From an optimization exercise on the open Yosys and OpenROAD flow, aimed at small area and a short achievable clock period; shortcuts taken in it are not production practice.
Only simulation tests tie the RTL to the original design; equivalence was not proved.
The clock port is modelled as an ideal driver, which makes a skipped or thinned clock tree look cheaper than it is; a real chip needs a root buffer or a tree.
No activity file was given, so power comes from the tool's default toggle rates.

==> job 7155: inputs <==
## accel_controller
module accel_controller #(
    parameter int SRAM_ADDR_W = 17
) (
    input  logic                                  clk,
    input  logic                                  rst,
    input  logic                                  start,
    input  logic [accel_pkg::cfg_w-1:0]           confi,
    output logic [SRAM_ADDR_W-1:0]                ifmap_sram_addr,
    output logic [SRAM_ADDR_W-1:0]                filter_sram_addr,
    output logic                                  ifmap_sram_ren,
    output logic                                  filter_sram_ren,
    output logic [accel_pkg::ifmap_buf_aw-1:0]    ifmap_buffer_waddr,
    output logic                                  ifmap_buffer_wen,
    output logic [accel_pkg::filter_buf_aw-1:0]   filter_buffer_waddr,
    output logic                                  filter_buffer_wen,
    output logic [accel_pkg::pe_count-1:0][accel_pkg::ifmap_buf_aw-1:0]  ifmap_raddr,
    output logic [accel_pkg::pe_count-1:0]                               ifmap_ren,
    output logic [accel_pkg::pe_count-1:0][accel_pkg::filter_buf_aw-1:0] filter_raddr,
    output logic [accel_pkg::pe_count-1:0]                               filter_ren,
    output logic [accel_pkg::result_sel_w-1:0]    result_sel,
    output logic                                  post_unit_wen
);
==> flow/config.mk <==
export PLATFORM = sky130hd
export DESIGN_NAME = accel_controller
export DESIGN_NICKNAME = accel_controller
export VERILOG_FILES = /design/flow/design.v
export SDC_FILE = /design/flow/constraint.sdc
export NUM_CORES = 4
export LEC_CHECK = 0
export CAP_MARGIN = 20
export CORE_MARGIN = 2
export CORE_UTILIZATION = 65
export CTS_BUF_LIST = sky130_fd_sc_hd__clkbuf_16
export CTS_CLUSTER_DIAMETER = 100
export CTS_CLUSTER_SIZE = 30
export PLACE_DENSITY = 0.75
export SETUP_SLACK_MARGIN = 4.9
export SLEW_MARGIN = 20
==> flow/constraint.sdc <==
create_clock -name core_clock -period 7.5 [get_ports {clk}]
set_input_delay 1.5000 -clock core_clock [delete_from_list [all_inputs] [get_ports {clk}]]
set_output_delay 1.5000 -clock core_clock [all_outputs]
set_load 0.01 [all_outputs]
standard.sh (not shown) runs the stock make flow with config.mk's settings and CLKGATE_MAP_FILE= SYNTH_SCRIPT=/design/flow/synth_recipe.tcl, a recipe that flattens the netlist after the stock synthesis.
==> flow/flow/run.sh <==
#!/bin/bash
set -euo pipefail
export BUFFER_PORTS_ARGS="-buffer_cell sky130_fd_sc_hd__buf_2"
ARGS=()
if [[ -f flow/make_args ]]; then read -r -a ARGS < flow/make_args; fi
bash standard.sh "${ARGS[@]}" cts > standard_cts.log 2>&1
R=$PWD/orfs/results/sky130hd/accel_controller/base
cp $R/4_cts.odb $R/4_cts_orig.odb
CTS_ODB=$R/4_cts_orig.odb CTS_ODB_OUT=$R/4_cts.odb openroad -no_init -exit flow/clk_flatten.tcl > clk_flatten.log 2>&1
bash standard.sh "${ARGS[@]}" finish > standard_finish.log 2>&1
Other scripts of this flow, unchanged in this note and not shown: flow/flow/clk_flatten.tcl
==> job 1070 (differences from job 7155) <==
--- a/flow/design.v
+++ b/flow/design.v
@@ -171,61 +171,56 @@
             rr <= rr - 10'd1;
         if (cs == 4'd4)
             gg <= confi[9:2];
         else if (ds_r && cl_r && rl_r)
             gg <= gg - 8'd1;
     end
     logic [16:0] asum;
     logic [7:0]  astep;      
-    logic [8:0]  xu_r;       
-    logic        ac_r;       
+    logic        xn_r;       
     logic        k5_n, fil_n, xs_n, xf_n;
     logic [7:0]  dm;
     assign fil_n = ts_r || (r_i && !iend);
     assign k5_n = !ts_r && !k5 && (ik == 3'd4) && fil_n;
     assign xs_n = (r_i && iend) || (xs_r && (ich != 5'd0));
     assign xf_n = xs_r && (ich == 5'd0);
-    assign dm = 8'((cl_r ? 8'(4'd6 + {~w_r[1], w_r[0]}) : 8'd4) + {1'b1, ~cim1, 2'b00});
-    assign asum = a_r + {xu_r, astep};
+    assign dm = 8'((cl_r ? 8'(4'd6 + {~w_r[1], w_r[0]}) : 8'd4) - {ci_r, 2'b00});
+    assign asum = a_r + {(k5 ? hw5[16:8] : (xs_r ? ~hw5[16:8] : {9{xn_r}})), astep};
     always_ff @(posedge clk)
     begin
         if (k5_n)
             astep <= hw5[7:0];
         else if (xs_n)
             astep <= ~hw5[7:0];
         else if (xf_n)
             astep <= dm;
         else
             astep <= {7'd0, fil_n};
-        if (k5_n)
-            xu_r <= hw5[16:8];
-        else if (xs_n)
-            xu_r <= ~hw5[16:8];
-        else
-            xu_r <= {9{xf_n && dm[7]}};
-        ac_r <= accept || (xf_n && gl);
-        a_r <= ac_r ? 17'd0 : asum;
+        xn_r <= xf_n && dm[7];
+        a_r <= (cs == 4'd1 || (xf_r && gl)) ? 17'd0 : asum;
         ik <= (ts_r || k5) ? 3'd0 : ik + 3'd1;
         k5 <= k5_n;
         ich <= (ts_r || (r_i && iend)) ? cim1 : ich - {4'd0, k5 | xs_r};
     end
     logic [14:0] fsum;
     logic        sd_n, fe_n, fph_n;
     logic [7:0]  fa_r;       
     assign e_c = 7'(7'd1 - 7'(3 * ci_r));
     assign sd_n = r_f && w_i && (pc[1:0] == 2'd1);
     assign fe_n = sd_n && (pc[6:2] == cim1);
     assign fph_n = ts_r || (r_f && !fe_r);
     assign fsum = f_r + {{8{fa_r[7]}}, fa_r[6:0]};
     always_ff @(posedge clk)
     begin
         fe_r <= fe_n;
         if (fe_n)
-            fa_r <= gl ? 8'd1 : {1'b1, ~cim1, 2'b01};
+            fa_r <= gl ? 8'd1 : {1'b1, e_c};
+        else if (fe_r)
+            fa_r <= gl ? 8'd0 : 8'(-{2'd0, ci_r});
         else if (fph_n)
             fa_r <= sd_n ? {1'b1, e_c} : {2'd0, ci_r};
         else
             fa_r <= 8'd0;
         f_r <= (cs == 4'd1) ? 15'd0 : fsum;
     end
     always_ff @(posedge clk)
     begin
==> flow/flow/run.sh (replaced) <==
#!/bin/bash
set -euo pipefail
export BUFFER_PORTS_ARGS="-buffer_cell sky130_fd_sc_hd__buf_2"
bash standard.sh cts > standard_cts.log 2>&1
R=$PWD/orfs/results/sky130hd/accel_controller/base
cp $R/4_cts.odb $R/4_cts_orig.odb
CTS_ODB=$R/4_cts_orig.odb CTS_ODB_OUT=$R/4_cts.odb openroad -no_init -exit flow/clk_flatten.tcl > clk_flatten.log 2>&1
bash standard.sh finish > standard_finish.log 2>&1
CORE_UTILIZATION = 40   (was 65)
CTS_CLUSTER_DIAMETER = 120   (was 100)
CTS_CLUSTER_SIZE = 24   (was 30)
PLACE_DENSITY = unset   (was 0.75)
SETUP_SLACK_MARGIN = 4.8   (was 4.9)
==> comparison table <==
quantity	job 1070	job 7155
Result of the run	timing/DRC/antenna clean	timing/DRC/antenna clean
Final Wtd Congestion	0.832	0.849
Wire length of the first global-routing pass	37.5 mm	34.3 mm
Power attributed to sequential cells	2.29 mW	2.34 mW
Inverter count	50	56
Count of filler cells inserted in the layout	2605	1274
Num Clock Sinks	209	217
Area occupied by registers	0.00497 mm²	0.00515 mm²
Worst setup path startpoint	hw5[1]$_DFFE_PP_	ci_r[2]$_DFFE_PN_
Dpl ws	4.62 ns	4.91 ns
Worst-Skew Late Latency	0.31 ns	0.30 ns
Worst setup slack after layout	4.98 ns	5.07 ns
Clock buffer cells	9	8
Post-synthesis cell type count	73	82
Data buffer area share	6.76%	6.57%
Cell Int Power	3.63 mW	3.67 mW

==> what the ideal ports hide <==
How much do the figures lean on ideal ports? The routed layouts below were timed once more, with nothing changed but the port constraints.
Step 1 assumes that a clkbuf_16 drives the clock port and a buf_2 every other input.
Step 2, shift: input delay + t, output delay - t, t = (earliest + latest rising clock arrival at the registers) / 2. This alone moves slack from input paths to output paths.
Slacks: no drivers / after step 1 / after step 2; pairs: no drivers / after step 1.
| run | t, ns | setup WS [ns] | clock arrival spread, ns | worst register clock-pin slew, ns | worst data-port slew with drivers (ns) |
|---|---|---|---|---|---|
| job 7155 | 0.371 | 5.072 / 4.991 / 5.072 | 0.045 / 0.045 | 0.11 / 0.11 | 0.04 |
| job 1070 | 0.393 | 4.982 / 4.913 / 4.982 | 0.028 / 0.027 | 0.10 / 0.10 | 0.03 |
After both steps setup and hold are still met in every run listed.
